From an optimization exercise on the open Yosys and OpenROAD flow, aimed at small area and a short achievable clock period; shortcuts taken in it are not production practice. Function was checked by simulation only, so behaviour that the tests miss may differ from the original. Power is estimated from default activity; no workload was simulated.

==> run H: inputs <==
Design conv_window_reader, start of the top module:
module conv_window_reader #(
  parameter int MAX_OUTST = 4
) (
  input  logic               clk_i,
  input  logic               rst_i,
  input  logic               start_i,
  input  logic [31:0]        base_i,
  input  logic [31:0]        iw_i,
  input  logic [31:0]        ih_i,
  input  logic [31:0]        k_i,
  output logic               mem_req_o,
  output logic [31:0]        mem_addr_o,
  input  logic               mem_gnt_i,
  input  logic               mem_rvalid_i,
  output logic signed [31:0] loop_i_o,
  output logic signed [31:0] loop_j_o,
  output logic signed [31:0] loop_wi_o,
  output logic signed [31:0] loop_wj_o,
  output logic               out_valid_o,
  output logic               busy_o,
  output logic               done_o
);
clock: 17.0 ns
lec_check: 0
cap_margin: 20
core_margin: 2
core_utilization: 80
cts_buf_list: sky130_fd_sc_hd__clkbuf_8
cts_cluster_diameter: 150
cts_cluster_size: 40
slew_margin: 20
standard.sh (not shown) runs the stock make flow with config.mk's settings and CLKGATE_MAP_FILE= SYNTH_SCRIPT=/design/flow/synth_recipe.tcl, a recipe that flattens the netlist after the stock synthesis.
==> flow/flow/run.sh <==
#!/bin/bash
set -euo pipefail
bash standard.sh \
  "BUFFER_PORTS_ARGS=-buffer_cell sky130_fd_sc_hd__buf_1" \
  "SETUP_SLACK_MARGIN=${SETUP_MARGIN_NS:-9.8}" \
  finish > standard_flow.log 2>&1
==> run K: changes against run H <==
==> flow/design.v (replaced) <==
module conv_window_reader #(
  parameter int MAX_OUTST = 4
) (
  input  logic               clk_i,
  input  logic               rst_i,
  input  logic               start_i,
  input  logic [31:0]        base_i,
  input  logic [31:0]        iw_i,
  input  logic [31:0]        ih_i,
  input  logic [31:0]        k_i,
  output logic               mem_req_o,
  output logic [31:0]        mem_addr_o,
  input  logic               mem_gnt_i,
  input  logic               mem_rvalid_i,
  output logic signed [31:0] loop_i_o,
  output logic signed [31:0] loop_j_o,
  output logic signed [31:0] loop_wi_o,
  output logic signed [31:0] loop_wj_o,
  output logic               out_valid_o,
  output logic               busy_o,
  output logic               done_o
);
  localparam int CNT_W = $clog2(MAX_OUTST + 1);
  localparam logic [CNT_W-1:0] CNT_MAX = CNT_W'(MAX_OUTST);
  logic st_busy, st_b;
  logic run, idle;
  logic [CNT_W-1:0] cnt_q;
  logic start_acc, cfg_zero, push, pop;
  logic [31:0] base_q;
  logic [9:0]  iw_q;
  logic [3:0]  km1_q;           
  logic [3:0]  wp_q, hp_q;      
  logic [9:0]  dx_q, dy_q;      
  logic        fc_q, fr_q;      
  logic [19:0] t_q;             
  logic [19:0] w_q;             
  logic        pad_q;           
  logic [9:0]  ri_q, rj_q;
  logic [4:0]  rwi_q, rwj_q;
  assign idle      = !st_busy && !st_b;
  assign run       = st_busy && st_b;
  assign start_acc = idle && start_i;
  assign cfg_zero  = (iw_i[9:0] == '0) || (ih_i[9:0] == '0) || (k_i[3:0] == '0);
  assign mem_req_o = run && (cnt_q != CNT_MAX);
  assign push      = mem_req_o && mem_gnt_i;
  assign pop       = mem_rvalid_i && (cnt_q != '0);
  assign out_valid_o = pop;
  assign busy_o    = st_busy;
  assign done_o    = !st_busy && st_b;
  assign mem_addr_o = base_q + {10'b0, (t_q & {20{!pad_q}}), 2'b00};
  logic lw, lh, li, lj, last_tap;
  assign lw = (wp_q == km1_q);
  assign lh = (hp_q == km1_q);
  assign li = (dx_q == 10'd1);
  assign lj = (dy_q == 10'd1);
  assign last_tap = lw && lh && li && lj;
  logic [3:0]  wp_n, hp_n;
  logic [9:0]  dx_n, dy_n;
  logic        fc_n, fr_n, pad_n;
  logic [19:0] t_n, w_n, t_add;
  always_comb begin
    wp_n = wp_q + 4'd1;
    hp_n = hp_q;
    dx_n = dx_q;
    dy_n = dy_q;
    fc_n = fc_q;
    fr_n = fr_q;
    w_n  = w_q;
    t_add = lw ? ({10'b0, iw_q} - {16'b0, km1_q}) : 20'd1;
    t_n  = t_q + t_add;
    if (lw) begin
      wp_n = '0;
      hp_n = hp_q + 4'd1;
      if (lh) begin
        hp_n = '0;
        t_n  = w_q;
        w_n  = w_q + 20'd1;
        fc_n = 1'b0;
        dx_n = dx_q - 10'd1;
        if (li) begin
          fc_n = 1'b1;
          dx_n = iw_q;
          fr_n = 1'b0;
          dy_n = dy_q - 10'd1;
        end
      end
    end
    pad_n = (fc_n && wp_n == '0) || (fr_n && hp_n == '0) ||
            ({6'b0, wp_n} > dx_n) || ({6'b0, hp_n} > dy_n);
  end
  always_ff @(posedge clk_i) begin
    if (start_acc) begin
      base_q <= base_i;
      iw_q   <= iw_i[9:0];
      km1_q  <= k_i[3:0] - 4'd1;
      wp_q   <= '0;
      hp_q   <= '0;
      dx_q   <= iw_i[9:0];
      dy_q   <= ih_i[9:0];
      fc_q   <= 1'b1;
      fr_q   <= 1'b1;
      t_q    <= ~{10'b0, iw_i[9:0]};             
      w_q    <= ~{10'b0, iw_i[9:0]} + 20'd1;     
      pad_q  <= 1'b1;
    end else if (push) begin
      wp_q  <= wp_n;
      hp_q  <= hp_n;
      dx_q  <= dx_n;
      dy_q  <= dy_n;
      fc_q  <= fc_n;
      fr_q  <= fr_n;
      t_q   <= t_n;
      w_q   <= w_n;
      pad_q <= pad_n;
    end
  end
  logic [4:0] rwi_inc, rwj_inc;
  logic [9:0] ri_inc;
  assign rwi_inc = rwi_q + 5'd1;
  assign rwj_inc = rwj_q + 5'd1;
  assign ri_inc  = ri_q + 10'd1;
  always_ff @(posedge clk_i) begin
    if (start_acc) begin
      ri_q  <= '0;
      rj_q  <= '0;
      rwi_q <= '1;
      rwj_q <= '1;
    end else if (pop) begin
      if (rwi_inc[3:0] != km1_q) begin
        rwi_q <= rwi_inc;
      end else begin
        rwi_q <= '1;
        if (rwj_inc[3:0] != km1_q) begin
          rwj_q <= rwj_inc;
        end else begin
          rwj_q <= '1;
          if (ri_inc != iw_q) begin
            ri_q <= ri_inc;
          end else begin
            ri_q <= '0;
            rj_q <= rj_q + 10'd1;
          end
        end
      end
    end
  end
  assign loop_i_o  = {22'b0, ri_q};
  assign loop_j_o  = {22'b0, rj_q};
  assign loop_wi_o = {{27{rwi_q[4]}}, rwi_q};
  assign loop_wj_o = {{27{rwj_q[4]}}, rwj_q};
  always_ff @(posedge clk_i) begin
    if (rst_i) begin
      cnt_q <= '0;
    end else begin
      case ({push, pop})
        2'b10:   cnt_q <= cnt_q + CNT_W'(1);
        2'b01:   cnt_q <= cnt_q - CNT_W'(1);
        default: cnt_q <= cnt_q;
      endcase
    end
  end
  always_ff @(posedge clk_i) begin
    if (rst_i) begin
      st_busy <= 1'b0;
      st_b    <= 1'b0;
    end else begin
      case ({st_busy, st_b})
        2'b00: if (start_i) begin st_busy <= !cfg_zero; st_b <= 1'b1; end
        2'b11: if (push && last_tap) st_b <= 1'b0;
        2'b10: if (pop && cnt_q == CNT_W'(1)) begin st_busy <= 1'b0; st_b <= 1'b1; end
        default: begin st_busy <= 1'b0; st_b <= 1'b0; end
      endcase
    end
  end
endmodule
==> flow/run.sh (new file) <==
#!/bin/bash
# synth_recipe.tcl (not shown) runs the flow's synth.tcl, then flattens the netlist and writes it again
# the make line also repeats each setting of config.mk as NAME=value (left out here)
make -C /OpenROAD-flow-scripts/flow DESIGN_CONFIG=/design/flow/config.mk WORK_HOME=/design/flow/orfs CLKGATE_MAP_FILE= SYNTH_SCRIPT=/design/flow/synth_recipe.tcl finish
==> flow/config.mk (replaced) <==
export PLATFORM = sky130hd
export DESIGN_NAME = conv_window_reader
export DESIGN_NICKNAME = conv_window_reader
export VERILOG_FILES = /design/flow/design.v
export SDC_FILE = /design/flow/constraint.sdc
export NUM_CORES = 4
export LEC_CHECK = 0
export CAP_MARGIN = 20
export CORE_MARGIN = 2
export CORE_UTILIZATION = 40
export SLEW_MARGIN = 20
removed: flow/flow/run.sh
removed: flow/standard.sh
==> qor summary <==
                                                                             run H               run K
Number of multi-input combinational cells                                      671                 955
Syn Area/Cell                                                           10.3 sq um          9.02 sq um
Worst slack at placement                                                   9.51 ns             8.81 ns
Non-clock buffer share of cell area                                          6.98%               13.8%
Router iterations before antenna repair                                          8                   5
Core Rows                                                                       41                  61
Launch point of the critical path                                     mem_rvalid_i  pad_q$_SDFFE_PP1P_
Fraction of synthesized cell area in xor and xnor cells                      5.54%               8.39%
Last element of the critical path                                      out_valid_o      mem_addr_o[23]
Clock latency of the later-clocked register in the worst-skew pair         0.46 ns             0.42 ns
Power dissipated in combinational cells                                     222 uW              307 uW
Seq group                                                                   465 uW              479 uW
Final WL                                                            20,200 microns      28,200 microns
Worst IR drop on VDD                                                   0.0000946 V         0.0000655 V
Overall power                                                               954 uW             1180 uW
Synth Area in Compound Gates                                                 9.42%               16.9%
Run status                                                          finished clean      finished clean
WL met3                                                               1280 microns        1650 microns
Maximum clock rate                                                         140 MHz             120 MHz
Number of global-route vias before repair                                    6,633               8,597
Cell depth of the worst setup path                                               4                  11
Min Hold Slack                                                            0.475 ns            0.489 ns
Combinational share of power                                                 23.3%               26.1%
Synthesis-stage register bit count                                             153                 152

static timing again, ports no longer ideal:
In the flow no input, the clock included, has a driving cell. The finished layouts below were timed again as built, in two steps. Step 1, drivers: a clkbuf_16 drives clk_i and a buf_2 each remaining input, both assumed. Step 2 moves the port delays by t, midway between the first and last clock arrival at a register: inputs arrive t later, outputs are due t later. That takes back most of the time a late clock gives input paths. a / b / c = no drivers / after step 1 / after step 2; a / b = the first two.
| run | t (ns) | slack for setup (ns) | worst setup path at the end | clock arrival spread, ns |
|---|---|---|---|---|
| run H | 0.494 | 9.859 / 9.825 / 9.825 | input to output | 0.013 / 0.012 |
| run K | 0.470 | 8.658 / 8.609 / 8.795 | input to output | 0.009 / 0.010 |
After both steps every run listed still meets setup and hold. The setup slack of run H, which loses most, moves by -0.034 ns with the drivers and by -0.034 ns with both steps.
